Context: an optimization exercise on an open-source flow, tuned for small area, a short achievable clock period and few clock cycles per item. The choices shown serve that exercise and are no tape-out recipe. Function was checked by simulation only, so behaviour that the tests miss may differ from the original. No activity file was given, so power comes from the tool's default toggle rates.

## flow/design.v

```verilog
`default_nettype none
package adsr_pkg;
  localparam int LEVEL_W = 16;
  localparam int LEN_W   = 24;
  localparam logic [LEVEL_W-1:0] UNITY = 16'h8000;
  localparam logic [LEN_W-1:0]   ATTACK_RESET  = 24'd480;
  localparam logic [LEN_W-1:0]   DECAY_RESET   = 24'd12000;
  localparam logic [LEVEL_W-1:0] SUSTAIN_RESET = 16'd8192;
  localparam logic [LEN_W-1:0]   RELEASE_RESET = 24'd24000;
  localparam logic [2:0] PH_OFF     = 3'd0;
  localparam logic [2:0] PH_ATTACK  = 3'd1;
  localparam logic [2:0] PH_DECAY   = 3'd2;
  localparam logic [2:0] PH_SUSTAIN = 3'd3;
  localparam logic [2:0] PH_RELEASE = 3'd4;
  localparam logic [1:0] KIND_SAMPLE  = 2'd0;
  localparam logic [1:0] KIND_ATTACK  = 2'd1;
  localparam logic [1:0] KIND_RELEASE = 2'd2;
  localparam logic [1:0] KIND_OFF     = 2'd3;
  localparam logic [1:0] JOB_A = 2'd1;
  localparam logic [1:0] JOB_D = 2'd2;
  localparam logic [1:0] JOB_R = 2'd3;
endpackage
`default_nettype wire
`default_nettype none
module adsr_regs (
  input  wire         clk,
  input  wire         rst,
  input  wire         psel,
  input  wire         penable,
  input  wire         pwrite,
  input  wire  [3:0]  paddr,
  input  wire  [31:0] pwdata,
  output logic [31:0] prdata,
  output logic        pready,
  output logic [23:0] att_len,
  output logic [23:0] dec_len,
  output logic [15:0] sus_lvl,
  output logic [23:0] rel_len,
  output logic        cfg_wr
);
  assign pready = 1'b1;
  assign cfg_wr = psel && penable && pwrite;
  always_ff @(posedge clk) begin
    if (rst) begin
      att_len <= adsr_pkg::ATTACK_RESET;
      dec_len <= adsr_pkg::DECAY_RESET;
      sus_lvl <= adsr_pkg::SUSTAIN_RESET;
      rel_len <= adsr_pkg::RELEASE_RESET;
    end else if (cfg_wr) begin
      case (paddr[3:2])
        2'd0: att_len <= pwdata[23:0];
        2'd1: dec_len <= pwdata[23:0];
        2'd2: sus_lvl <= pwdata[15:0];
        default: rel_len <= pwdata[23:0];
      endcase
    end
  end
  logic [23:0] rd_q;
  always_ff @(posedge clk) begin
    case (paddr[3:2])
      2'd0: rd_q <= att_len;
      2'd1: rd_q <= dec_len;
      2'd2: rd_q <= {8'd0, sus_lvl};
      default: rd_q <= rel_len;
    endcase
  end
  assign prdata = {8'd0, rd_q};
endmodule
`default_nettype wire
`default_nettype none
module adsr_div (
  input  wire         clk,
  input  wire         start,
  input  wire  [15:0] m,
  input  wire  [23:0] len,
  input  wire         run,
  output logic [15:0] q,
  output logic [23:0] r
);
  logic [24:0] t;
  logic [25:0] d;
  logic        ge;
  assign t  = {r, q[15]};
  assign d  = {1'b0, t} - {2'b0, len};
  assign ge = !d[25];
  always_ff @(posedge clk) begin
    if (start) begin
      q <= m;
      r <= '0;
    end else if (run) begin
      r <= ge ? d[23:0] : t[23:0];
      q <= {q[14:0], ge};
    end
  end
endmodule
`default_nettype wire
`default_nettype none
module adsr_mul (
  input  wire [15:0] s,
  input  wire [15:0] l,
  output wire [15:0] y
);
  wire t0 = (l[0] & s[0]);
  wire t1 = (l[0] & s[1]);
  wire t2 = (l[1] & s[0]);
  wire t3 = (l[0] & s[2]);
  wire t4 = (l[1] & s[1]);
  wire t5 = (l[2] & s[0]);
  wire t6 = (l[0] & s[3]);
  wire t7 = (l[1] & s[2]);
  wire t8 = (l[2] & s[1]);
  wire t9 = (l[3] & s[0]);
  wire t10 = (l[0] & s[4]);
  wire t11 = (l[1] & s[3]);
  wire t12 = (l[2] & s[2]);
  wire t13 = (l[3] & s[1]);
  wire t14 = (l[4] & s[0]);
  wire t15 = (l[0] & s[5]);
  wire t16 = (l[1] & s[4]);
  wire t17 = (l[2] & s[3]);
  wire t18 = (l[3] & s[2]);
  wire t19 = (l[4] & s[1]);
  wire t20 = (l[5] & s[0]);
  wire t21 = (l[0] & s[6]);
  wire t22 = (l[1] & s[5]);
  wire t23 = (l[2] & s[4]);
  wire t24 = (l[3] & s[3]);
  wire t25 = (l[4] & s[2]);
  wire t26 = (l[5] & s[1]);
  wire t27 = (l[6] & s[0]);
  wire t28 = (l[0] & s[7]);
  wire t29 = (l[1] & s[6]);
  wire t30 = (l[2] & s[5]);
  wire t31 = (l[3] & s[4]);
  wire t32 = (l[4] & s[3]);
  wire t33 = (l[5] & s[2]);
  wire t34 = (l[6] & s[1]);
  wire t35 = (l[7] & s[0]);
  wire t36 = (l[0] & s[8]);
  wire t37 = (l[1] & s[7]);
  wire t38 = (l[2] & s[6]);
  wire t39 = (l[3] & s[5]);
  wire t40 = (l[4] & s[4]);
  wire t41 = (l[5] & s[3]);
  wire t42 = (l[6] & s[2]);
  wire t43 = (l[7] & s[1]);
  wire t44 = (l[8] & s[0]);
  wire t45 = (l[0] & s[9]);
  wire t46 = (l[1] & s[8]);
  wire t47 = (l[2] & s[7]);
  wire t48 = (l[3] & s[6]);
  wire t49 = (l[4] & s[5]);
  wire t50 = (l[5] & s[4]);
  wire t51 = (l[6] & s[3]);
  wire t52 = (l[7] & s[2]);
  wire t53 = (l[8] & s[1]);
  wire t54 = (l[9] & s[0]);
  wire t55 = (l[0] & s[10]);
  wire t56 = (l[1] & s[9]);
  wire t57 = (l[2] & s[8]);
  wire t58 = (l[3] & s[7]);
  wire t59 = (l[4] & s[6]);
  wire t60 = (l[5] & s[5]);
  wire t61 = (l[6] & s[4]);
  wire t62 = (l[7] & s[3]);
  wire t63 = (l[8] & s[2]);
  wire t64 = (l[9] & s[1]);
  wire t65 = (l[10] & s[0]);
  wire t66 = (l[0] & s[11]);
  wire t67 = (l[1] & s[10]);
  wire t68 = (l[2] & s[9]);
  wire t69 = (l[3] & s[8]);
  wire t70 = (l[4] & s[7]);
  wire t71 = (l[5] & s[6]);
  wire t72 = (l[6] & s[5]);
  wire t73 = (l[7] & s[4]);
  wire t74 = (l[8] & s[3]);
  wire t75 = (l[9] & s[2]);
  wire t76 = (l[10] & s[1]);
  wire t77 = (l[11] & s[0]);
  wire t78 = (l[0] & s[12]);
  wire t79 = (l[1] & s[11]);
  wire t80 = (l[2] & s[10]);
  wire t81 = (l[3] & s[9]);
  wire t82 = (l[4] & s[8]);
  wire t83 = (l[5] & s[7]);
  wire t84 = (l[6] & s[6]);
  wire t85 = (l[7] & s[5]);
  wire t86 = (l[8] & s[4]);
  wire t87 = (l[9] & s[3]);
  wire t88 = (l[10] & s[2]);
  wire t89 = (l[11] & s[1]);
  wire t90 = (l[12] & s[0]);
  wire t91 = (l[0] & s[13]);
  wire t92 = (l[1] & s[12]);
  wire t93 = (l[2] & s[11]);
  wire t94 = (l[3] & s[10]);
  wire t95 = (l[4] & s[9]);
  wire t96 = (l[5] & s[8]);
  wire t97 = (l[6] & s[7]);
  wire t98 = (l[7] & s[6]);
  wire t99 = (l[8] & s[5]);
  wire t100 = (l[9] & s[4]);
  wire t101 = (l[10] & s[3]);
  wire t102 = (l[11] & s[2]);
  wire t103 = (l[12] & s[1]);
  wire t104 = (l[13] & s[0]);
  wire t105 = (l[0] & s[14]);
  wire t106 = (l[1] & s[13]);
  wire t107 = (l[2] & s[12]);
  wire t108 = (l[3] & s[11]);
  wire t109 = (l[4] & s[10]);
  wire t110 = (l[5] & s[9]);
  wire t111 = (l[6] & s[8]);
  wire t112 = (l[7] & s[7]);
  wire t113 = (l[8] & s[6]);
  wire t114 = (l[9] & s[5]);
  wire t115 = (l[10] & s[4]);
  wire t116 = (l[11] & s[3]);
  wire t117 = (l[12] & s[2]);
  wire t118 = (l[13] & s[1]);
  wire t119 = (l[14] & s[0]);
  wire t120 = ~(l[0] & s[15]);
  wire t121 = (l[1] & s[14]);
  wire t122 = (l[2] & s[13]);
  wire t123 = (l[3] & s[12]);
  wire t124 = (l[4] & s[11]);
  wire t125 = (l[5] & s[10]);
  wire t126 = (l[6] & s[9]);
  wire t127 = (l[7] & s[8]);
  wire t128 = (l[8] & s[7]);
  wire t129 = (l[9] & s[6]);
  wire t130 = (l[10] & s[5]);
  wire t131 = (l[11] & s[4]);
  wire t132 = (l[12] & s[3]);
  wire t133 = (l[13] & s[2]);
  wire t134 = (l[14] & s[1]);
  wire t135 = 1'b1;
  wire t136 = ~(l[1] & s[15]);
  wire t137 = (l[2] & s[14]);
  wire t138 = (l[3] & s[13]);
  wire t139 = (l[4] & s[12]);
  wire t140 = (l[5] & s[11]);
  wire t141 = (l[6] & s[10]);
  wire t142 = (l[7] & s[9]);
  wire t143 = (l[8] & s[8]);
  wire t144 = (l[9] & s[7]);
  wire t145 = (l[10] & s[6]);
  wire t146 = (l[11] & s[5]);
  wire t147 = (l[12] & s[4]);
  wire t148 = (l[13] & s[3]);
  wire t149 = (l[14] & s[2]);
  wire t150 = ~(l[2] & s[15]);
  wire t151 = (l[3] & s[14]);
  wire t152 = (l[4] & s[13]);
  wire t153 = (l[5] & s[12]);
  wire t154 = (l[6] & s[11]);
  wire t155 = (l[7] & s[10]);
  wire t156 = (l[8] & s[9]);
  wire t157 = (l[9] & s[8]);
  wire t158 = (l[10] & s[7]);
  wire t159 = (l[11] & s[6]);
  wire t160 = (l[12] & s[5]);
  wire t161 = (l[13] & s[4]);
  wire t162 = (l[14] & s[3]);
  wire t163 = ~(l[3] & s[15]);
  wire t164 = (l[4] & s[14]);
  wire t165 = (l[5] & s[13]);
  wire t166 = (l[6] & s[12]);
  wire t167 = (l[7] & s[11]);
  wire t168 = (l[8] & s[10]);
  wire t169 = (l[9] & s[9]);
  wire t170 = (l[10] & s[8]);
  wire t171 = (l[11] & s[7]);
  wire t172 = (l[12] & s[6]);
  wire t173 = (l[13] & s[5]);
  wire t174 = (l[14] & s[4]);
  wire t175 = ~(l[4] & s[15]);
  wire t176 = (l[5] & s[14]);
  wire t177 = (l[6] & s[13]);
  wire t178 = (l[7] & s[12]);
  wire t179 = (l[8] & s[11]);
  wire t180 = (l[9] & s[10]);
  wire t181 = (l[10] & s[9]);
  wire t182 = (l[11] & s[8]);
  wire t183 = (l[12] & s[7]);
  wire t184 = (l[13] & s[6]);
  wire t185 = (l[14] & s[5]);
  wire t186 = ~(l[5] & s[15]);
  wire t187 = (l[6] & s[14]);
  wire t188 = (l[7] & s[13]);
  wire t189 = (l[8] & s[12]);
  wire t190 = (l[9] & s[11]);
  wire t191 = (l[10] & s[10]);
  wire t192 = (l[11] & s[9]);
  wire t193 = (l[12] & s[8]);
  wire t194 = (l[13] & s[7]);
  wire t195 = (l[14] & s[6]);
  wire t196 = ~(l[6] & s[15]);
  wire t197 = (l[7] & s[14]);
  wire t198 = (l[8] & s[13]);
  wire t199 = (l[9] & s[12]);
  wire t200 = (l[10] & s[11]);
  wire t201 = (l[11] & s[10]);
  wire t202 = (l[12] & s[9]);
  wire t203 = (l[13] & s[8]);
  wire t204 = (l[14] & s[7]);
  wire t205 = ~(l[7] & s[15]);
  wire t206 = (l[8] & s[14]);
  wire t207 = (l[9] & s[13]);
  wire t208 = (l[10] & s[12]);
  wire t209 = (l[11] & s[11]);
  wire t210 = (l[12] & s[10]);
  wire t211 = (l[13] & s[9]);
  wire t212 = (l[14] & s[8]);
  wire t213 = ~(l[8] & s[15]);
  wire t214 = (l[9] & s[14]);
  wire t215 = (l[10] & s[13]);
  wire t216 = (l[11] & s[12]);
  wire t217 = (l[12] & s[11]);
  wire t218 = (l[13] & s[10]);
  wire t219 = (l[14] & s[9]);
  wire t220 = ~(l[9] & s[15]);
  wire t221 = (l[10] & s[14]);
  wire t222 = (l[11] & s[13]);
  wire t223 = (l[12] & s[12]);
  wire t224 = (l[13] & s[11]);
  wire t225 = (l[14] & s[10]);
  wire t226 = ~(l[10] & s[15]);
  wire t227 = (l[11] & s[14]);
  wire t228 = (l[12] & s[13]);
  wire t229 = (l[13] & s[12]);
  wire t230 = (l[14] & s[11]);
  wire t231 = ~(l[11] & s[15]);
  wire t232 = (l[12] & s[14]);
  wire t233 = (l[13] & s[13]);
  wire t234 = (l[14] & s[12]);
  wire t235 = ~(l[12] & s[15]);
  wire t236 = (l[13] & s[14]);
  wire t237 = (l[14] & s[13]);
  wire t238 = ~(l[13] & s[15]);
  wire t239 = (l[14] & s[14]);
  wire t240 = ~(l[14] & s[15]);
  wire t241 = 1'b1;
  wire t242 = t91 ^ t92;
  wire t243 = t91 & t92;
  wire t244 = t105 ^ t106 ^ t107;
  wire t245 = (t105 & t106) | (t105 & t107) | (t106 & t107);
  wire t246 = t108 ^ t109;
  wire t247 = t108 & t109;
  wire t248 = t120 ^ t121 ^ t122;
  wire t249 = (t120 & t121) | (t120 & t122) | (t121 & t122);
  wire t250 = t123 ^ t124 ^ t125;
  wire t251 = (t123 & t124) | (t123 & t125) | (t124 & t125);
  wire t252 = t126 ^ t127;
  wire t253 = t126 & t127;
  wire t254 = t136 ^ t137 ^ t138;
  wire t255 = (t136 & t137) | (t136 & t138) | (t137 & t138);
  wire t256 = t139 ^ t140 ^ t141;
  wire t257 = (t139 & t140) | (t139 & t141) | (t140 & t141);
  wire t258 = t150 ^ t151 ^ t152;
  wire t259 = (t150 & t151) | (t150 & t152) | (t151 & t152);
  wire t260 = t45 ^ t46;
  wire t261 = t45 & t46;
  wire t262 = t55 ^ t56 ^ t57;
  wire t263 = (t55 & t56) | (t55 & t57) | (t56 & t57);
  wire t264 = t58 ^ t59;
  wire t265 = t58 & t59;
  wire t266 = t66 ^ t67 ^ t68;
  wire t267 = (t66 & t67) | (t66 & t68) | (t67 & t68);
  wire t268 = t69 ^ t70 ^ t71;
  wire t269 = (t69 & t70) | (t69 & t71) | (t70 & t71);
  wire t270 = t72 ^ t73;
  wire t271 = t72 & t73;
  wire t272 = t78 ^ t79 ^ t80;
  wire t273 = (t78 & t79) | (t78 & t80) | (t79 & t80);
  wire t274 = t81 ^ t82 ^ t83;
  wire t275 = (t81 & t82) | (t81 & t83) | (t82 & t83);
  wire t276 = t84 ^ t85 ^ t86;
  wire t277 = (t84 & t85) | (t84 & t86) | (t85 & t86);
  wire t278 = t87 ^ t88;
  wire t279 = t87 & t88;
  wire t280 = t242 ^ t93 ^ t94;
  wire t281 = (t242 & t93) | (t242 & t94) | (t93 & t94);
  wire t282 = t95 ^ t96 ^ t97;
  wire t283 = (t95 & t96) | (t95 & t97) | (t96 & t97);
  wire t284 = t98 ^ t99 ^ t100;
  wire t285 = (t98 & t99) | (t98 & t100) | (t99 & t100);
  wire t286 = t101 ^ t102 ^ t103;
  wire t287 = (t101 & t102) | (t101 & t103) | (t102 & t103);
  wire t288 = t243 ^ t244 ^ t246;
  wire t289 = (t243 & t244) | (t243 & t246) | (t244 & t246);
  wire t290 = t110 ^ t111 ^ t112;
  wire t291 = (t110 & t111) | (t110 & t112) | (t111 & t112);
  wire t292 = t113 ^ t114 ^ t115;
  wire t293 = (t113 & t114) | (t113 & t115) | (t114 & t115);
  wire t294 = t116 ^ t117 ^ t118;
  wire t295 = (t116 & t117) | (t116 & t118) | (t117 & t118);
  wire t296 = t245 ^ t247 ^ t248;
  wire t297 = (t245 & t247) | (t245 & t248) | (t247 & t248);
  wire t298 = t250 ^ t252 ^ t128;
  wire t299 = (t250 & t252) | (t250 & t128) | (t252 & t128);
  wire t300 = t129 ^ t130 ^ t131;
  wire t301 = (t129 & t130) | (t129 & t131) | (t130 & t131);
  wire t302 = t132 ^ t133 ^ t134;
  wire t303 = (t132 & t133) | (t132 & t134) | (t133 & t134);
  wire t304 = t249 ^ t251 ^ t253;
  wire t305 = (t249 & t251) | (t249 & t253) | (t251 & t253);
  wire t306 = t254 ^ t256 ^ t142;
  wire t307 = (t254 & t256) | (t254 & t142) | (t256 & t142);
  wire t308 = t143 ^ t144 ^ t145;
  wire t309 = (t143 & t144) | (t143 & t145) | (t144 & t145);
  wire t310 = t146 ^ t147 ^ t148;
  wire t311 = (t146 & t147) | (t146 & t148) | (t147 & t148);
  wire t312 = t255 ^ t257 ^ t258;
  wire t313 = (t255 & t257) | (t255 & t258) | (t257 & t258);
  wire t314 = t153 ^ t154 ^ t155;
  wire t315 = (t153 & t154) | (t153 & t155) | (t154 & t155);
  wire t316 = t156 ^ t157 ^ t158;
  wire t317 = (t156 & t157) | (t156 & t158) | (t157 & t158);
  wire t318 = t159 ^ t160 ^ t161;
  wire t319 = (t159 & t160) | (t159 & t161) | (t160 & t161);
  wire t320 = t259 ^ t163 ^ t164;
  wire t321 = (t259 & t163) | (t259 & t164) | (t163 & t164);
  wire t322 = t165 ^ t166 ^ t167;
  wire t323 = (t165 & t166) | (t165 & t167) | (t166 & t167);
  wire t324 = t168 ^ t169 ^ t170;
  wire t325 = (t168 & t169) | (t168 & t170) | (t169 & t170);
  wire t326 = t171 ^ t172 ^ t173;
  wire t327 = (t171 & t172) | (t171 & t173) | (t172 & t173);
  wire t328 = t175 ^ t176 ^ t177;
  wire t329 = (t175 & t176) | (t175 & t177) | (t176 & t177);
  wire t330 = t178 ^ t179 ^ t180;
  wire t331 = (t178 & t179) | (t178 & t180) | (t179 & t180);
  wire t332 = t181 ^ t182 ^ t183;
  wire t333 = (t181 & t182) | (t181 & t183) | (t182 & t183);
  wire t334 = t186 ^ t187 ^ t188;
  wire t335 = (t186 & t187) | (t186 & t188) | (t187 & t188);
  wire t336 = t189 ^ t190 ^ t191;
  wire t337 = (t189 & t190) | (t189 & t191) | (t190 & t191);
  wire t338 = t196 ^ t197 ^ t198;
  wire t339 = (t196 & t197) | (t196 & t198) | (t197 & t198);
  wire t340 = t21 ^ t22;
  wire t341 = t21 & t22;
  wire t342 = t28 ^ t29 ^ t30;
  wire t343 = (t28 & t29) | (t28 & t30) | (t29 & t30);
  wire t344 = t31 ^ t32;
  wire t345 = t31 & t32;
  wire t346 = t36 ^ t37 ^ t38;
  wire t347 = (t36 & t37) | (t36 & t38) | (t37 & t38);
  wire t348 = t39 ^ t40 ^ t41;
  wire t349 = (t39 & t40) | (t39 & t41) | (t40 & t41);
  wire t350 = t42 ^ t43;
  wire t351 = t42 & t43;
  wire t352 = t260 ^ t47 ^ t48;
  wire t353 = (t260 & t47) | (t260 & t48) | (t47 & t48);
  wire t354 = t49 ^ t50 ^ t51;
  wire t355 = (t49 & t50) | (t49 & t51) | (t50 & t51);
  wire t356 = t52 ^ t53 ^ t54;
  wire t357 = (t52 & t53) | (t52 & t54) | (t53 & t54);
  wire t358 = t261 ^ t262 ^ t264;
  wire t359 = (t261 & t262) | (t261 & t264) | (t262 & t264);
  wire t360 = t60 ^ t61 ^ t62;
  wire t361 = (t60 & t61) | (t60 & t62) | (t61 & t62);
  wire t362 = t63 ^ t64 ^ t65;
  wire t363 = (t63 & t64) | (t63 & t65) | (t64 & t65);
  wire t364 = t263 ^ t265 ^ t266;
  wire t365 = (t263 & t265) | (t263 & t266) | (t265 & t266);
  wire t366 = t268 ^ t270 ^ t74;
  wire t367 = (t268 & t270) | (t268 & t74) | (t270 & t74);
  wire t368 = t75 ^ t76 ^ t77;
  wire t369 = (t75 & t76) | (t75 & t77) | (t76 & t77);
  wire t370 = t267 ^ t269 ^ t271;
  wire t371 = (t267 & t269) | (t267 & t271) | (t269 & t271);
  wire t372 = t272 ^ t274 ^ t276;
  wire t373 = (t272 & t274) | (t272 & t276) | (t274 & t276);
  wire t374 = t278 ^ t89 ^ t90;
  wire t375 = (t278 & t89) | (t278 & t90) | (t89 & t90);
  wire t376 = t273 ^ t275 ^ t277;
  wire t377 = (t273 & t275) | (t273 & t277) | (t275 & t277);
  wire t378 = t279 ^ t280 ^ t282;
  wire t379 = (t279 & t280) | (t279 & t282) | (t280 & t282);
  wire t380 = t284 ^ t286 ^ t104;
  wire t381 = (t284 & t286) | (t284 & t104) | (t286 & t104);
  wire t382 = t281 ^ t283 ^ t285;
  wire t383 = (t281 & t283) | (t281 & t285) | (t283 & t285);
  wire t384 = t287 ^ t288 ^ t290;
  wire t385 = (t287 & t288) | (t287 & t290) | (t288 & t290);
  wire t386 = t292 ^ t294 ^ t119;
  wire t387 = (t292 & t294) | (t292 & t119) | (t294 & t119);
  wire t388 = t289 ^ t291 ^ t293;
  wire t389 = (t289 & t291) | (t289 & t293) | (t291 & t293);
  wire t390 = t295 ^ t296 ^ t298;
  wire t391 = (t295 & t296) | (t295 & t298) | (t296 & t298);
  wire t392 = t300 ^ t302 ^ t135;
  wire t393 = (t300 & t302) | (t300 & t135) | (t302 & t135);
  wire t394 = t297 ^ t299 ^ t301;
  wire t395 = (t297 & t299) | (t297 & t301) | (t299 & t301);
  wire t396 = t303 ^ t304 ^ t306;
  wire t397 = (t303 & t304) | (t303 & t306) | (t304 & t306);
  wire t398 = t308 ^ t310 ^ t149;
  wire t399 = (t308 & t310) | (t308 & t149) | (t310 & t149);
  wire t400 = t305 ^ t307 ^ t309;
  wire t401 = (t305 & t307) | (t305 & t309) | (t307 & t309);
  wire t402 = t311 ^ t312 ^ t314;
  wire t403 = (t311 & t312) | (t311 & t314) | (t312 & t314);
  wire t404 = t316 ^ t318 ^ t162;
  wire t405 = (t316 & t318) | (t316 & t162) | (t318 & t162);
  wire t406 = t313 ^ t315 ^ t317;
  wire t407 = (t313 & t315) | (t313 & t317) | (t315 & t317);
  wire t408 = t319 ^ t320 ^ t322;
  wire t409 = (t319 & t320) | (t319 & t322) | (t320 & t322);
  wire t410 = t324 ^ t326 ^ t174;
  wire t411 = (t324 & t326) | (t324 & t174) | (t326 & t174);
  wire t412 = t321 ^ t323 ^ t325;
  wire t413 = (t321 & t323) | (t321 & t325) | (t323 & t325);
  wire t414 = t327 ^ t328 ^ t330;
  wire t415 = (t327 & t328) | (t327 & t330) | (t328 & t330);
  wire t416 = t332 ^ t184 ^ t185;
  wire t417 = (t332 & t184) | (t332 & t185) | (t184 & t185);
  wire t418 = t329 ^ t331 ^ t333;
  wire t419 = (t329 & t331) | (t329 & t333) | (t331 & t333);
  wire t420 = t334 ^ t336 ^ t192;
  wire t421 = (t334 & t336) | (t334 & t192) | (t336 & t192);
  wire t422 = t193 ^ t194 ^ t195;
  wire t423 = (t193 & t194) | (t193 & t195) | (t194 & t195);
  wire t424 = t335 ^ t337 ^ t338;
  wire t425 = (t335 & t337) | (t335 & t338) | (t337 & t338);
  wire t426 = t199 ^ t200 ^ t201;
  wire t427 = (t199 & t200) | (t199 & t201) | (t200 & t201);
  wire t428 = t202 ^ t203 ^ t204;
  wire t429 = (t202 & t203) | (t202 & t204) | (t203 & t204);
  wire t430 = t339 ^ t205 ^ t206;
  wire t431 = (t339 & t205) | (t339 & t206) | (t205 & t206);
  wire t432 = t207 ^ t208 ^ t209;
  wire t433 = (t207 & t208) | (t207 & t209) | (t208 & t209);
  wire t434 = t210 ^ t211 ^ t212;
  wire t435 = (t210 & t211) | (t210 & t212) | (t211 & t212);
  wire t436 = t213 ^ t214 ^ t215;
  wire t437 = (t213 & t214) | (t213 & t215) | (t214 & t215);
  wire t438 = t216 ^ t217 ^ t218;
  wire t439 = (t216 & t217) | (t216 & t218) | (t217 & t218);
  wire t440 = t220 ^ t221 ^ t222;
  wire t441 = (t220 & t221) | (t220 & t222) | (t221 & t222);
  wire t442 = t10 ^ t11;
  wire t443 = t10 & t11;
  wire t444 = t15 ^ t16 ^ t17;
  wire t445 = (t15 & t16) | (t15 & t17) | (t16 & t17);
  wire t446 = t18 ^ t19;
  wire t447 = t18 & t19;
  wire t448 = t340 ^ t23 ^ t24;
  wire t449 = (t340 & t23) | (t340 & t24) | (t23 & t24);
  wire t450 = t25 ^ t26 ^ t27;
  wire t451 = (t25 & t26) | (t25 & t27) | (t26 & t27);
  wire t452 = t341 ^ t342 ^ t344;
  wire t453 = (t341 & t342) | (t341 & t344) | (t342 & t344);
  wire t454 = t33 ^ t34 ^ t35;
  wire t455 = (t33 & t34) | (t33 & t35) | (t34 & t35);
  wire t456 = t343 ^ t345 ^ t346;
  wire t457 = (t343 & t345) | (t343 & t346) | (t345 & t346);
  wire t458 = t348 ^ t350 ^ t44;
  wire t459 = (t348 & t350) | (t348 & t44) | (t350 & t44);
  wire t460 = t347 ^ t349 ^ t351;
  wire t461 = (t347 & t349) | (t347 & t351) | (t349 & t351);
  wire t462 = t352 ^ t354 ^ t356;
  wire t463 = (t352 & t354) | (t352 & t356) | (t354 & t356);
  wire t464 = t353 ^ t355 ^ t357;
  wire t465 = (t353 & t355) | (t353 & t357) | (t355 & t357);
  wire t466 = t358 ^ t360 ^ t362;
  wire t467 = (t358 & t360) | (t358 & t362) | (t360 & t362);
  wire t468 = t359 ^ t361 ^ t363;
  wire t469 = (t359 & t361) | (t359 & t363) | (t361 & t363);
  wire t470 = t364 ^ t366 ^ t368;
  wire t471 = (t364 & t366) | (t364 & t368) | (t366 & t368);
  wire t472 = t365 ^ t367 ^ t369;
  wire t473 = (t365 & t367) | (t365 & t369) | (t367 & t369);
  wire t474 = t370 ^ t372 ^ t374;
  wire t475 = (t370 & t372) | (t370 & t374) | (t372 & t374);
  wire t476 = t371 ^ t373 ^ t375;
  wire t477 = (t371 & t373) | (t371 & t375) | (t373 & t375);
  wire t478 = t376 ^ t378 ^ t380;
  wire t479 = (t376 & t378) | (t376 & t380) | (t378 & t380);
  wire t480 = t377 ^ t379 ^ t381;
  wire t481 = (t377 & t379) | (t377 & t381) | (t379 & t381);
  wire t482 = t382 ^ t384 ^ t386;
  wire t483 = (t382 & t384) | (t382 & t386) | (t384 & t386);
  wire t484 = t383 ^ t385 ^ t387;
  wire t485 = (t383 & t385) | (t383 & t387) | (t385 & t387);
  wire t486 = t388 ^ t390 ^ t392;
  wire t487 = (t388 & t390) | (t388 & t392) | (t390 & t392);
  wire t488 = t389 ^ t391 ^ t393;
  wire t489 = (t389 & t391) | (t389 & t393) | (t391 & t393);
  wire t490 = t394 ^ t396 ^ t398;
  wire t491 = (t394 & t396) | (t394 & t398) | (t396 & t398);
  wire t492 = t395 ^ t397 ^ t399;
  wire t493 = (t395 & t397) | (t395 & t399) | (t397 & t399);
  wire t494 = t400 ^ t402 ^ t404;
  wire t495 = (t400 & t402) | (t400 & t404) | (t402 & t404);
  wire t496 = t401 ^ t403 ^ t405;
  wire t497 = (t401 & t403) | (t401 & t405) | (t403 & t405);
  wire t498 = t406 ^ t408 ^ t410;
  wire t499 = (t406 & t408) | (t406 & t410) | (t408 & t410);
  wire t500 = t407 ^ t409 ^ t411;
  wire t501 = (t407 & t409) | (t407 & t411) | (t409 & t411);
  wire t502 = t412 ^ t414 ^ t416;
  wire t503 = (t412 & t414) | (t412 & t416) | (t414 & t416);
  wire t504 = t413 ^ t415 ^ t417;
  wire t505 = (t413 & t415) | (t413 & t417) | (t415 & t417);
  wire t506 = t418 ^ t420 ^ t422;
  wire t507 = (t418 & t420) | (t418 & t422) | (t420 & t422);
  wire t508 = t419 ^ t421 ^ t423;
  wire t509 = (t419 & t421) | (t419 & t423) | (t421 & t423);
  wire t510 = t424 ^ t426 ^ t428;
  wire t511 = (t424 & t426) | (t424 & t428) | (t426 & t428);
  wire t512 = t425 ^ t427 ^ t429;
  wire t513 = (t425 & t427) | (t425 & t429) | (t427 & t429);
  wire t514 = t430 ^ t432 ^ t434;
  wire t515 = (t430 & t432) | (t430 & t434) | (t432 & t434);
  wire t516 = t431 ^ t433 ^ t435;
  wire t517 = (t431 & t433) | (t431 & t435) | (t433 & t435);
  wire t518 = t436 ^ t438 ^ t219;
  wire t519 = (t436 & t438) | (t436 & t219) | (t438 & t219);
  wire t520 = t437 ^ t439 ^ t440;
  wire t521 = (t437 & t439) | (t437 & t440) | (t439 & t440);
  wire t522 = t223 ^ t224 ^ t225;
  wire t523 = (t223 & t224) | (t223 & t225) | (t224 & t225);
  wire t524 = t441 ^ t226 ^ t227;
  wire t525 = (t441 & t226) | (t441 & t227) | (t226 & t227);
  wire t526 = t228 ^ t229 ^ t230;
  wire t527 = (t228 & t229) | (t228 & t230) | (t229 & t230);
  wire t528 = t231 ^ t232 ^ t233;
  wire t529 = (t231 & t232) | (t231 & t233) | (t232 & t233);
  wire t530 = t6 ^ t7;
  wire t531 = t6 & t7;
  wire t532 = t442 ^ t12 ^ t13;
  wire t533 = (t442 & t12) | (t442 & t13) | (t12 & t13);
  wire t534 = t443 ^ t444 ^ t446;
  wire t535 = (t443 & t444) | (t443 & t446) | (t444 & t446);
  wire t536 = t445 ^ t447 ^ t448;
  wire t537 = (t445 & t447) | (t445 & t448) | (t447 & t448);
  wire t538 = t449 ^ t451 ^ t452;
  wire t539 = (t449 & t451) | (t449 & t452) | (t451 & t452);
  wire t540 = t453 ^ t455 ^ t456;
  wire t541 = (t453 & t455) | (t453 & t456) | (t455 & t456);
  wire t542 = t457 ^ t459 ^ t460;
  wire t543 = (t457 & t459) | (t457 & t460) | (t459 & t460);
  wire t544 = t461 ^ t463 ^ t464;
  wire t545 = (t461 & t463) | (t461 & t464) | (t463 & t464);
  wire t546 = t465 ^ t467 ^ t468;
  wire t547 = (t465 & t467) | (t465 & t468) | (t467 & t468);
  wire t548 = t469 ^ t471 ^ t472;
  wire t549 = (t469 & t471) | (t469 & t472) | (t471 & t472);
  wire t550 = t473 ^ t475 ^ t476;
  wire t551 = (t473 & t475) | (t473 & t476) | (t475 & t476);
  wire t552 = t477 ^ t479 ^ t480;
  wire t553 = (t477 & t479) | (t477 & t480) | (t479 & t480);
  wire t554 = t481 ^ t483 ^ t484;
  wire t555 = (t481 & t483) | (t481 & t484) | (t483 & t484);
  wire t556 = t485 ^ t487 ^ t488;
  wire t557 = (t485 & t487) | (t485 & t488) | (t487 & t488);
  wire t558 = t489 ^ t491 ^ t492;
  wire t559 = (t489 & t491) | (t489 & t492) | (t491 & t492);
  wire t560 = t493 ^ t495 ^ t496;
  wire t561 = (t493 & t495) | (t493 & t496) | (t495 & t496);
  wire t562 = t497 ^ t499 ^ t500;
  wire t563 = (t497 & t499) | (t497 & t500) | (t499 & t500);
  wire t564 = t501 ^ t503 ^ t504;
  wire t565 = (t501 & t503) | (t501 & t504) | (t503 & t504);
  wire t566 = t505 ^ t507 ^ t508;
  wire t567 = (t505 & t507) | (t505 & t508) | (t507 & t508);
  wire t568 = t509 ^ t511 ^ t512;
  wire t569 = (t509 & t511) | (t509 & t512) | (t511 & t512);
  wire t570 = t513 ^ t515 ^ t516;
  wire t571 = (t513 & t515) | (t513 & t516) | (t515 & t516);
  wire t572 = t517 ^ t519 ^ t520;
  wire t573 = (t517 & t519) | (t517 & t520) | (t519 & t520);
  wire t574 = t521 ^ t523 ^ t524;
  wire t575 = (t521 & t523) | (t521 & t524) | (t523 & t524);
  wire t576 = t525 ^ t527 ^ t528;
  wire t577 = (t525 & t527) | (t525 & t528) | (t527 & t528);
  wire t578 = t529 ^ t235 ^ t236;
  wire t579 = (t529 & t235) | (t529 & t236) | (t235 & t236);
  wire t580 = t3 ^ t4;
  wire t581 = t3 & t4;
  wire t582 = t530 ^ t8 ^ t9;
  wire t583 = (t530 & t8) | (t530 & t9) | (t8 & t9);
  wire t584 = t531 ^ t532 ^ t14;
  wire t585 = (t531 & t532) | (t531 & t14) | (t532 & t14);
  wire t586 = t533 ^ t534 ^ t20;
  wire t587 = (t533 & t534) | (t533 & t20) | (t534 & t20);
  wire t588 = t535 ^ t536 ^ t450;
  wire t589 = (t535 & t536) | (t535 & t450) | (t536 & t450);
  wire t590 = t537 ^ t538 ^ t454;
  wire t591 = (t537 & t538) | (t537 & t454) | (t538 & t454);
  wire t592 = t539 ^ t540 ^ t458;
  wire t593 = (t539 & t540) | (t539 & t458) | (t540 & t458);
  wire t594 = t541 ^ t542 ^ t462;
  wire t595 = (t541 & t542) | (t541 & t462) | (t542 & t462);
  wire t596 = t543 ^ t544 ^ t466;
  wire t597 = (t543 & t544) | (t543 & t466) | (t544 & t466);
  wire t598 = t545 ^ t546 ^ t470;
  wire t599 = (t545 & t546) | (t545 & t470) | (t546 & t470);
  wire t600 = t547 ^ t548 ^ t474;
  wire t601 = (t547 & t548) | (t547 & t474) | (t548 & t474);
  wire t602 = t549 ^ t550 ^ t478;
  wire t603 = (t549 & t550) | (t549 & t478) | (t550 & t478);
  wire t604 = t551 ^ t552 ^ t482;
  wire t605 = (t551 & t552) | (t551 & t482) | (t552 & t482);
  wire t606 = t553 ^ t554 ^ t486;
  wire t607 = (t553 & t554) | (t553 & t486) | (t554 & t486);
  wire t608 = t555 ^ t556 ^ t490;
  wire t609 = (t555 & t556) | (t555 & t490) | (t556 & t490);
  wire t610 = t557 ^ t558 ^ t494;
  wire t611 = (t557 & t558) | (t557 & t494) | (t558 & t494);
  wire t612 = t559 ^ t560 ^ t498;
  wire t613 = (t559 & t560) | (t559 & t498) | (t560 & t498);
  wire t614 = t561 ^ t562 ^ t502;
  wire t615 = (t561 & t562) | (t561 & t502) | (t562 & t502);
  wire t616 = t563 ^ t564 ^ t506;
  wire t617 = (t563 & t564) | (t563 & t506) | (t564 & t506);
  wire t618 = t565 ^ t566 ^ t510;
  wire t619 = (t565 & t566) | (t565 & t510) | (t566 & t510);
  wire t620 = t567 ^ t568 ^ t514;
  wire t621 = (t567 & t568) | (t567 & t514) | (t568 & t514);
  wire t622 = t569 ^ t570 ^ t518;
  wire t623 = (t569 & t570) | (t569 & t518) | (t570 & t518);
  wire t624 = t571 ^ t572 ^ t522;
  wire t625 = (t571 & t572) | (t571 & t522) | (t572 & t522);
  wire t626 = t573 ^ t574 ^ t526;
  wire t627 = (t573 & t574) | (t573 & t526) | (t574 & t526);
  wire t628 = t575 ^ t576 ^ t234;
  wire t629 = (t575 & t576) | (t575 & t234) | (t576 & t234);
  wire t630 = t577 ^ t578 ^ t237;
  wire t631 = (t577 & t578) | (t577 & t237) | (t578 & t237);
  wire t632 = t579 ^ t238 ^ t239;
  wire t633 = (t579 & t238) | (t579 & t239) | (t238 & t239);
  wire [30:0] ra = {t241, t633, t631, t629, t627, t625, t623, t621, t619, t617, t615, t613, t611, t609, t607, t605, t603, t601, t599, t597, t595, t593, t591, t589, t587, t585, t583, t581, t580, t1, t0};
  wire [30:0] rb = {1'b0, t240, t632, t630, t628, t626, t624, t622, t620, t618, t616, t614, t612, t610, t608, t606, t604, t602, t600, t598, t596, t594, t592, t590, t588, t586, t584, t582, t5, t2, 1'b0};
  wire [30:0] p = ra + rb;
  assign y = l[15] ? s : p[30:15];
endmodule
`default_nettype wire
`default_nettype none
module adsr_dp (
  input  wire         clk,
  input  wire         rst,
  input  wire  [23:0] att_len,
  input  wire  [23:0] dec_len,
  input  wire  [15:0] sus_lvl,
  input  wire  [23:0] rel_len,
  input  wire         cfg_wr,
  input  wire         s_axis_tvalid,
  output logic        s_axis_tready,
  input  wire  [23:0] s_axis_tdata,
  input  wire  [1:0]  s_axis_tuser,
  output logic        m_axis_tvalid,
  input  wire         m_axis_tready,
  output logic [39:0] m_axis_tdata
);
  localparam logic [15:0] UNITY = adsr_pkg::UNITY;
  logic [2:0]  phase;
  logic [23:0] pos;
  logic [15:0] lvl;         
  logic [23:0] r;
  logic [15:0] rsl;
  logic        lvl0;        
  logic        cur_ok;
  logic        eng_busy;
  logic        eng_ok;
  logic [1:0]  eng_tag;
  logic [3:0]  eng_cnt;
  logic [15:0] eng_q;
  logic [23:0] eng_r;
  logic [15:0] k_q;
  logic [23:0] k_r;
  logic [7:0]  k_a;
  logic        k_ok;
  logic        k_busy;
  logic        k_add;       
  logic [4:0]  k_j;         
  logic        need_sync;
  logic        sync_on;     
  logic [1:0]  sync_ph;     
  logic [15:0] s_cl;
  assign s_cl = (sus_lvl > UNITY) ? UNITY : sus_lvl;
  logic ramp, is_att, is_dec, is_rel;
  assign is_att = (phase == adsr_pkg::PH_ATTACK);
  assign is_dec = (phase == adsr_pkg::PH_DECAY);
  assign is_rel = (phase == adsr_pkg::PH_RELEASE);
  assign ramp   = is_att || is_dec || is_rel;
  logic [23:0] len;
  always_comb begin
    case (phase)
      adsr_pkg::PH_ATTACK:  len = att_len;
      adsr_pkg::PH_DECAY:   len = dec_len;
      adsr_pkg::PH_RELEASE: len = rel_len;
      default:              len = '0;
    endcase
  end
  logic [34:0] out_d;       
  logic        out_act;
  logic [15:0] cur_level;
  assign cur_level = lvl0 ? 16'd0 : out_d[31:16];
  logic        bc_v;
  logic [1:0]  bc_kind;
  logic [7:0]  bc_a;
  logic [15:0] bc_smp;
  logic        c_fire;
  logic        is_smp;
  logic        hold;
  logic        blk;
  assign is_smp = (bc_kind == adsr_pkg::KIND_SAMPLE);
  assign hold   = m_axis_tvalid && !m_axis_tready;
  assign blk    = sync_on || (is_smp && (need_sync || (ramp && !(k_ok && k_a == bc_a))));
  assign c_fire = bc_v && !hold && !blk;
  logic        sk_v;
  logic [25:0] sk_d;
  logic        bc_free;
  logic        acc;
  assign s_axis_tready = !sk_v;
  assign acc     = s_axis_tvalid && !sk_v && !rst;
  assign bc_free = !bc_v || c_fire;
  always_ff @(posedge clk) begin
    if (rst) begin
      bc_v <= 1'b0;
      sk_v <= 1'b0;
    end else if (bc_free) begin
      bc_v <= sk_v || acc;
      sk_v <= 1'b0;
    end else if (acc) begin
      sk_v <= 1'b1;
    end
  end
  always_ff @(posedge clk) begin
    if (!sk_v) sk_d <= {s_axis_tuser, s_axis_tdata};
    if (bc_free) begin
      {bc_kind, bc_a, bc_smp} <= sk_v ? sk_d : {s_axis_tuser, s_axis_tdata};
    end
  end
  logic [23:0] k_n;
  logic [4:0]  k_msb;
  logic        k_go_item, k_go;
  logic [15:0] k_yq;
  logic [23:0] k_yr;
  logic [24:0] k_t0;
  logic [25:0] k_t1;
  logic        k_wrap;
  assign k_n = sync_on ? pos : {16'd0, bc_a};
  always_comb begin
    k_msb = '0;
    for (int i = 0; i < 24; i++) begin
      if (k_n[i]) k_msb = 5'(i);
    end
  end
  assign k_go_item = bc_v && is_smp && ramp && cur_ok && !need_sync && !sync_on &&
                     !(k_ok && k_a == bc_a) && !k_busy;
  assign k_go = k_go_item || (sync_on && sync_ph == 2'd0 && !k_busy && !k_ok);
  assign k_yq   = k_add ? eng_q : k_q;
  assign k_yr   = k_add ? eng_r : k_r;
  logic [25:0] k_xl, k_cs, k_cc;
  logic [15:0] k_qa, k_qb;
  assign k_xl   = ~{2'b0, len};
  assign k_cs   = {2'b0, k_r} ^ {2'b0, k_yr} ^ k_xl;
  assign k_cc   = {(({2'b0, k_r} & {2'b0, k_yr}) | ({2'b0, k_r} & k_xl) |
                    ({2'b0, k_yr} & k_xl)), 1'b0};
  assign k_t0   = {1'b0, k_r} + {1'b0, k_yr};
  assign k_t1   = k_cs + k_cc + 26'd1;
  assign k_wrap = !k_t1[25];
  assign k_qa   = k_q + k_yq;
  assign k_qb   = k_q + k_yq + 16'd1;
  logic [24:0] p_sum;
  logic        p_end;
  logic [2:0]  ph_next;
  assign p_sum = {1'b0, pos} + 25'(bc_a);
  assign p_end = (p_sum >= {1'b0, len});
  always_comb begin
    ph_next = phase;
    if (p_end) begin
      case (phase)
        adsr_pkg::PH_ATTACK:  ph_next = adsr_pkg::PH_DECAY;
        adsr_pkg::PH_DECAY:   ph_next = adsr_pkg::PH_SUSTAIN;
        adsr_pkg::PH_RELEASE: ph_next = adsr_pkg::PH_OFF;
        default: ;
      endcase
    end
  end
  logic        up_r, up_l;
  logic [25:0] x_rho, x_len, cs_s, cs_c;
  logic [25:0] s0, s1;
  logic        wrap;
  logic [23:0] r_new;
  logic [15:0] l_d, l_a, l_b, lvl_new;
  assign up_r  = !is_rel;
  assign up_l  = is_att;
  assign x_rho = up_r ? {2'b0, k_r} : ~{2'b0, k_r};
  assign x_len = up_r ? ~{2'b0, len} : {2'b0, len};
  assign s0    = {2'b0, r} + x_rho + 26'(!up_r);
  assign cs_s  = {2'b0, r} ^ x_rho ^ x_len;
  assign cs_c  = {(({2'b0, r} & x_rho) | ({2'b0, r} & x_len) | (x_rho & x_len)), 1'b0};
  assign s1    = cs_s + cs_c + 26'd1;
  assign wrap  = up_r ? !s1[25] : s0[25];
  assign r_new = wrap ? s1[23:0] : s0[23:0];
  assign l_d   = up_l ? k_q : ~k_q;
  assign l_a   = lvl + l_d;
  assign l_b   = lvl + l_d + 16'd1;
  assign lvl_new = (wrap == up_l) ? l_b : l_a;
  logic [15:0] lvl_entry;
  always_comb begin
    case (phase)
      adsr_pkg::PH_ATTACK:  lvl_entry = (att_len == '0) ? UNITY : 16'd0;
      adsr_pkg::PH_DECAY:   lvl_entry = UNITY;
      default:              lvl_entry = (rel_len == '0) ? 16'd0 : rsl;
    endcase
  end
  logic        div_start;
  logic [1:0]  job;
  logic [15:0] job_m;
  logic [23:0] div_len;
  logic [1:0]  need_tag;
  logic        k_need;
  assign need_tag = is_att ? adsr_pkg::JOB_A : is_dec ? adsr_pkg::JOB_D : adsr_pkg::JOB_R;
  assign cur_ok   = ramp && eng_ok && (eng_tag == need_tag);
  assign k_need   = ramp && (k_busy || sync_on || need_sync ||
                             (bc_v && is_smp && !(k_ok && k_a == bc_a)));
  assign job      = k_need ? need_tag :
                    is_att ? adsr_pkg::JOB_D :
                    (phase == adsr_pkg::PH_SUSTAIN) ? adsr_pkg::JOB_R : adsr_pkg::JOB_A;
  assign div_start = !((eng_busy || eng_ok) && (eng_tag == job));
  always_comb begin
    case (job)
      adsr_pkg::JOB_A: job_m = UNITY;
      adsr_pkg::JOB_D: job_m = 16'(UNITY - s_cl);
      default:         job_m = (phase == adsr_pkg::PH_SUSTAIN) ? s_cl : rsl;
    endcase
    case (eng_tag)
      adsr_pkg::JOB_A: div_len = att_len;
      adsr_pkg::JOB_D: div_len = dec_len;
      default:         div_len = rel_len;
    endcase
  end
  adsr_div u_div (
    .clk   (clk),
    .start (div_start),
    .m     (job_m),
    .len   (div_len),
    .run   (eng_busy),
    .q     (eng_q),
    .r     (eng_r)
  );
  logic sync_start, len_z;
  assign len_z = (len == '0);
  assign sync_start = !sync_on && need_sync && ramp && cur_ok && !(bc_v && !is_smp);
  always_ff @(posedge clk) begin
    if (rst) begin
      phase     <= adsr_pkg::PH_OFF;
      lvl       <= '0;
      lvl0      <= 1'b1;
      eng_busy  <= 1'b0;
      eng_ok    <= 1'b0;
      eng_tag   <= 2'd0;
      eng_cnt   <= '0;
      k_ok      <= 1'b0;
      k_busy    <= 1'b0;
      need_sync <= 1'b0;
      sync_on   <= 1'b0;
    end else begin
      if (eng_busy) begin
        eng_cnt <= eng_cnt + 4'd1;
        if (eng_cnt == 4'd15) begin
          eng_busy <= 1'b0;
          eng_ok   <= 1'b1;
        end
      end
      if (div_start) begin
        eng_busy <= 1'b1;
        eng_ok   <= 1'b0;
        eng_tag  <= job;
        eng_cnt  <= '0;
      end
      if (k_go) begin
        k_a   <= bc_a;
        k_add <= 1'b0;
        k_j   <= k_msb - 5'd1;
        if (k_n == '0) begin
          k_q  <= '0;
          k_r  <= '0;
        end else begin
          k_q  <= eng_q;
          k_r  <= eng_r;
        end
        k_ok   <= (k_msb == '0);
        k_busy <= (k_msb != '0);
      end else if (k_busy) begin
        k_q <= k_wrap ? k_qb : k_qa;
        k_r <= k_wrap ? k_t1[23:0] : k_t0[23:0];
        if (!k_add && k_n[k_j]) begin
          k_add <= 1'b1;
        end else begin
          k_add <= 1'b0;
          k_j   <= k_j - 5'd1;
          if (k_j == '0) begin
            k_busy <= 1'b0;
            k_ok   <= 1'b1;
          end
        end
      end
      if (need_sync && !ramp) begin
        need_sync <= 1'b0;
        if (phase == adsr_pkg::PH_SUSTAIN) lvl <= s_cl;
      end
      if (sync_start) begin
        need_sync <= 1'b0;
        lvl       <= lvl_entry;
        r         <= '0;
        if ({1'b0, pos} > {1'b0, len}) pos <= len;
        sync_on   <= !len_z;
        sync_ph   <= 2'd0;
        k_ok      <= 1'b0;
        k_busy    <= 1'b0;
      end
      if (sync_on) begin
        case (sync_ph)
          2'd0: if (k_ok) sync_ph <= 2'd1;
          2'd1: begin
            lvl     <= lvl_new;
            r       <= r_new;
            sync_ph <= 2'd2;
          end
          default: begin
            sync_on <= 1'b0;
            k_ok    <= 1'b0;
          end
        endcase
      end
      if (c_fire) begin
        case (bc_kind)
          adsr_pkg::KIND_ATTACK: begin
            phase     <= adsr_pkg::PH_ATTACK;
            lvl       <= (att_len == '0) ? UNITY : 16'd0;
            lvl0      <= 1'b1;
            pos       <= '0;
            r         <= '0;
            need_sync <= 1'b0;
            k_ok      <= 1'b0;
          end
          adsr_pkg::KIND_RELEASE: begin
            phase     <= adsr_pkg::PH_RELEASE;
            rsl       <= cur_level;
            lvl       <= (rel_len == '0) ? 16'd0 : cur_level;
            pos       <= '0;
            r         <= '0;
            need_sync <= 1'b0;
            k_ok      <= 1'b0;
            if (!(eng_tag == adsr_pkg::JOB_R && phase == adsr_pkg::PH_SUSTAIN &&
                  cur_level == s_cl)) begin
              eng_busy <= 1'b0;
              eng_ok   <= 1'b0;
            end
          end
          adsr_pkg::KIND_OFF: begin
            phase     <= adsr_pkg::PH_OFF;
            lvl       <= '0;
            need_sync <= 1'b0;
          end
          default: begin
            lvl0 <= 1'b0;
            if (ramp) begin
              if (p_end) begin
                phase <= ph_next;
                pos   <= '0;
                r     <= '0;
                k_ok  <= 1'b0;
                case (phase)
                  adsr_pkg::PH_ATTACK: lvl <= UNITY;
                  adsr_pkg::PH_DECAY:  lvl <= s_cl;
                  default:             lvl <= '0;
                endcase
              end else begin
                pos <= p_sum[23:0];
                lvl <= lvl_new;
                r   <= r_new;
              end
            end
          end
        endcase
      end
      if (cfg_wr) begin
        eng_busy  <= 1'b0;
        eng_ok    <= 1'b0;
        k_ok      <= 1'b0;
        k_busy    <= 1'b0;
        sync_on   <= 1'b0;
        need_sync <= 1'b1;
      end
    end
  end
  logic [15:0] scaled;
  adsr_mul u_mul (
    .s (bc_smp),
    .l (lvl),
    .y (scaled)
  );
  always_ff @(posedge clk) begin
    if (rst) begin
      m_axis_tvalid <= 1'b0;
    end else if (!hold) begin
      m_axis_tvalid <= c_fire && is_smp;
    end
  end
  always_ff @(posedge clk) begin
    if (c_fire && is_smp) begin
      out_d   <= {phase, lvl, scaled};
      out_act <= (ph_next != adsr_pkg::PH_OFF);
    end
  end
  assign m_axis_tdata = {4'd0, out_act, out_d};
endmodule
`default_nettype wire
`default_nettype none
module adsr_envelope_generator #(
  parameter int POSITION_BITS = 24
) (
  input  wire         clk,
  input  wire         rst,
  input  wire         psel,
  input  wire         penable,
  input  wire         pwrite,
  input  wire  [3:0]  paddr,
  input  wire  [31:0] pwdata,
  output logic [31:0] prdata,
  output logic        pready,
  input  wire         s_axis_tvalid,
  output logic        s_axis_tready,
  input  wire  [23:0] s_axis_tdata,   
  input  wire  [1:0]  s_axis_tuser,   
  output logic        m_axis_tvalid,
  input  wire         m_axis_tready,
  output logic [39:0] m_axis_tdata    
);
  logic [23:0] att_len, dec_len, rel_len;
  logic [15:0] sus_lvl;
  logic        cfg_wr;
  adsr_regs u_regs (
    .clk     (clk),
    .rst     (rst),
    .psel    (psel),
    .penable (penable),
    .pwrite  (pwrite),
    .paddr   (paddr),
    .pwdata  (pwdata),
    .prdata  (prdata),
    .pready  (pready),
    .att_len (att_len),
    .dec_len (dec_len),
    .sus_lvl (sus_lvl),
    .rel_len (rel_len),
    .cfg_wr  (cfg_wr)
  );
  adsr_dp u_dp (
    .clk           (clk),
    .rst           (rst),
    .att_len       (att_len),
    .dec_len       (dec_len),
    .sus_lvl       (sus_lvl),
    .rel_len       (rel_len),
    .cfg_wr        (cfg_wr),
    .s_axis_tvalid (s_axis_tvalid),
    .s_axis_tready (s_axis_tready),
    .s_axis_tdata  (s_axis_tdata),
    .s_axis_tuser  (s_axis_tuser),
    .m_axis_tvalid (m_axis_tvalid),
    .m_axis_tready (m_axis_tready),
    .m_axis_tdata  (m_axis_tdata)
  );
endmodule
`default_nettype wire
```

## flow/flow/run.sh

```bash
#!/bin/bash
# standard synthesis, then the standard layout with small port buffers and a
# larger setup margin for repair_timing
set -euo pipefail
bash standard.sh synth > synth.log 2>&1
bash standard.sh "BUFFER_PORTS_ARGS=-buffer_cell sky130_fd_sc_hd__buf_2" SETUP_SLACK_MARGIN=7.5 finish > layout.log 2>&1
```

## flow/standard.sh

```bash
#!/bin/bash
# synth_recipe.tcl (not shown) runs the flow's synth.tcl, then flattens the netlist and writes it again
# the make line also repeats each setting of config.mk as NAME=value (left out here)
make -C /OpenROAD-flow-scripts/flow DESIGN_CONFIG=/design/flow/config.mk WORK_HOME=/design/flow/orfs CLKGATE_MAP_FILE= SYNTH_SCRIPT=/design/flow/synth_recipe.tcl "${@:-finish}"
```

## flow/config.mk

```make
export PLATFORM = sky130hd
export DESIGN_NAME = adsr_envelope_generator
export DESIGN_NICKNAME = adsr_envelope_generator
export VERILOG_FILES = /design/flow/design.v
export SDC_FILE = /design/flow/constraint.sdc
export NUM_CORES = 4
export LEC_CHECK = 0
export CAP_MARGIN = 20
export CORE_MARGIN = 2
export CORE_UTILIZATION = 60
export CTS_BUF_LIST = sky130_fd_sc_hd__clkbuf_4 sky130_fd_sc_hd__clkbuf_8
export SLEW_MARGIN = 20
```

## flow/constraint.sdc

```tcl
create_clock -name core_clock -period 13.0 [get_ports {clk}]
set_input_delay 2.6000 -clock core_clock [delete_from_list [all_inputs] [get_ports {clk}]]
set_output_delay 2.6000 -clock core_clock [all_outputs]
set_load 0.01 [all_outputs]
```

==> qor.txt <==
ys flop type: edfxtp_1
final core occ: 0.680
Clock Skew: 52.0 ps
HPWL after DPL: 90800 um
ratio of cells with drive above 1 in the final layout: 0.151
worst vdd ir: 0.000161 V
count of yosys warnings during synthesis: 3
Clock Latency Late Sink: 730 ps
Initial DRT Pass Iterations: 9
RSZ-0062 raised after global routing: yes
total CTS buffers: 73
dpl cell area: 39500 um^2
required time worst endpoint: 13460 ps
Hold Vio Cnt, Final: 0
Synth Register Bits: 395
Hold Buf Count CTS: 0
max-slew violation count: 0
CTS sink count: 395
Vias: 34.6k
Fin Setup TNS: 0 ps
Worst Setup End Kind: flip-flop
syn_area_per_cell: 8.54 um^2
Ports: 144
Die Area: 65700 um^2
per-cell routed wire length: 23.0 um
# DRC: 0
pin count of the biggest net entering global routing: 82
global-route wire length before repair: 191000 um
fill cell count: 5312
WL final: 127000 um
number of flops mapped to enable cells by yosys: 198
Buffers on Ports: 120
final setup vio count: 0
num rows: 92
synthesized area: 38200 um^2
Setup CP Type: flip-flop to flip-flop
Max Buffers Root-to-Sink: 3
CTS root buf: clkbuf_8
GP Congestion: 0.947
Post-synth ARST share: 0
area occupied by multi-input gates: 26600 um^2
TritonCTS clock tree: yes
final worst hold slack: 472 ps
run status: no timing/DRC/antenna violations
Leak: 18.2 nW
drt first-iter violations: 3856
max cap viols: 0
worst-path fanout max: 6
number of global-route vias before repair: 32.3k
ranking of synthesized cells by area: edfxtp_1, fa_1, dfxtp_1
H-tree lvl count: 3
Slew @ Worst Pin: 1170 ps
P per Cell Area: 114 nW/um^2
initial antenna violation count: 3
maximum clock rate: 0.174 GHz
Initial Util: 0.607
Critical Path AT: 6200 ps
Die X: 256 um
area leader, netlist: edfxtp_1
Nets: 5169
synthesized instance count: 4474
grt ovf: 0
Worst-path clk slew: 60 ps
sequential area share after synthesis: 0.259
top-area cell type share of the netlist area: 0.156
Seq. cell area: 9920 um^2
crit path time final: 5740 ps
Final ANT Viol Nets: 0
Tcrit/Tclk final: 0.442
Max-slew headroom: 0.222
vias per cell: 6.28
GRT Util Overall: 0.375
crit start category: flip-flop
Hold Path Class: flip-flop to flip-flop
Die Y: 256 um
Area growth, synth to finish: 12.2%
Core ar.: 63000 um^2
Final Cell Area: 42800 um^2
Synth cell types: 87
==> layout by cell type (no fill, tap or decap), drive strengths merged, types with 89 or more instances in the layout <==
cell	n
a21oi	362
and2	201
buf	291
clkbuf	111
dfxtp	197
edfxtp	198
fa	237
ha	260
inv	385
nand2	515
nor2	336
o21ai	237
xnor2	163
xor2	89
==> critical path, stage by stage (launching register included) <==
cell and delay [ps]:
edfxtp_1 570, buf_6 160, nand2_4 50, fa_1 550, inv_2 40, fa_1 490
inv_2 40, fa_2 530, inv_2 40, fa_2 330, fa_1 520, fa_1 460
ha_4 300, nor3_2 40, nor2_1 70, inv_1 50, a31o_4 220, o211a_4 250
o31a_1 300, a21oi_2 210, a211oi_2 90, a21o_1 170
==> area by class of cell <==
| class | count | area share |
|---|---|---|
| multi-input combinational | 3459 | 0.622 |
| inverter | 381 | 0.0335 |
| antenna | 2 | 0.000117 |
| clock buffer | 109 | 0.0322 |
| sequential | 395 | 0.232 |
| clock inverter | 24 | 0.00771 |
| tap | 846 | 0.0247 |
| timing repair buffer | 293 | 0.0484 |
==> path summary, 6_finish.rpt <==
kind	startpoint	to	slack, ps	cells past startpoint
worst min-delay path	u_dp.sk_d[9]	u_dp.sk_d[9]	470	1
worst min register to register	u_dp.sk_d[9]	u_dp.sk_d[9]	470	1
worst max-delay path	u_dp.bc_smp[12]	u_dp.out_d[15]	7260	21
worst max register to register	u_dp.bc_smp[12]	u_dp.out_d[15]	7260	21
==> per-layer routing <==
layer / up-vias / share of wire / track usage
li1: 15800 / - / -
met1: 16700 / 0.43 / 0.539
met2: 1770 / 0.44 / 0.569
met3: 313 / 0.10 / 0.0684
met4: 2 / 0.036 / 0.129
met5: - / 0.00010 / 0
==> power by group <==
group | leakage [nW] | internal (mW) | switching [mW]
clock network | 0.903 | 0.812 | 0.612
registers | 3.54 | 1.42 | 0.0957
logic | 13.8 | 0.843 | 1.10
total | 18.2 | 3.08 | 1.81
==> through the flow <==
step | worst slack [ps] | total power [mW] | std cells
3_5_place_dp | 5550 | 3.21 | 5263
6_report | 7260 | 4.88 | 5509
2_1_floorplan | 7500 | 2.79 | 4485
4_1_cts | 7180 | 4.73 | 5454
5_1_grt | 7030 | 5.15 | 5508
3_3_place_gp | 5630 | 3.19 | 5263
==> cell families (layout without fill, tap and decap cells) <==
family / after synthesis / count (layout) / share of synthesized area
fa+ha+maj: 497 / 497 / 0.209
buf+inv: 636 / 807 / 0.0643
other cells: 2 / 15 / 0.000197
simple gates: 1448 / 1453 / 0.180
compound gates: 1103 / 1103 / 0.182
xor+xnor: 253 / 253 / 0.0584
flops: 395 / 395 / 0.259
mux: 140 / 140 / 0.0469
==> Yosys cell counts (163+ instances only) <==
cell type  number
dfxtp_1       197
nand2_1       513
edfxtp_1      198
and2_1        199
o21ai_0       237
clkbuf_1      219
ha_1          260
xnor2_1       163
fa_1          237
inv_1         381
nor2_1        334
a21oi_1       361
==> flip-flops by register name (all words and copies together), names as in the netlist, 2 cells and up, named ones only <==
register,flops
u_dp.out_d,35
u_dp.sk_d,26
u_dp.k_r,24
u_dp.pos,24
u_dp.r,24
u_dp.u_div.r,24
u_regs.att_len,24
u_regs.dec_len,24
u_regs.rd_q,24
u_regs.rel_len,24
u_dp.bc_smp,16
u_dp.k_q,16
u_dp.lvl,16
u_dp.rsl,16
u_dp.u_div.q,16
u_regs.sus_lvl,16
u_dp.bc_a,8
u_dp.k_a,8
u_dp.k_j,5
u_dp.eng_cnt,4
u_dp.bc_kind,2
u_dp.eng_tag,2
u_dp.phase,2
u_dp.sync_ph,2
==> what timing repair did <==
action,CTS,global route
pin swaps,37,53
gates cloned,3,4
setup endpoints to repair,118,118
setup buffers,55,47
resized for setup,102,102
Testbench counts, summed over its fixed seeds: cycles 45,576, items 43,471.

==> static timing again, ports no longer ideal <==
The results above use ideal ports. As a check the final layout listed here was re-extracted and re-timed, cells and wires unchanged. Step 1 sets driving cells, clkbuf_16 on the clock port and buf_2 on the other inputs (assumed; they add their load-dependent delay and slew). Step 2 moves the port delays by t, midway between the first and last clock arrival at a register: inputs arrive t later, outputs are due t later. That takes back most of the time a late clock gives input paths. Three values: no drivers, after step 1, after step 2; two values: the first two.
t (ns): 0.768
slack for setup (ns): 7.258 / 7.258 / 7.258
worst setup path at the end: register to register
cell pins on the clock port's net: 1
After both steps setup and hold are still met in this run. The setup slack of this run moves by 0.000 ns with the drivers and by 0.000 ns with both steps.
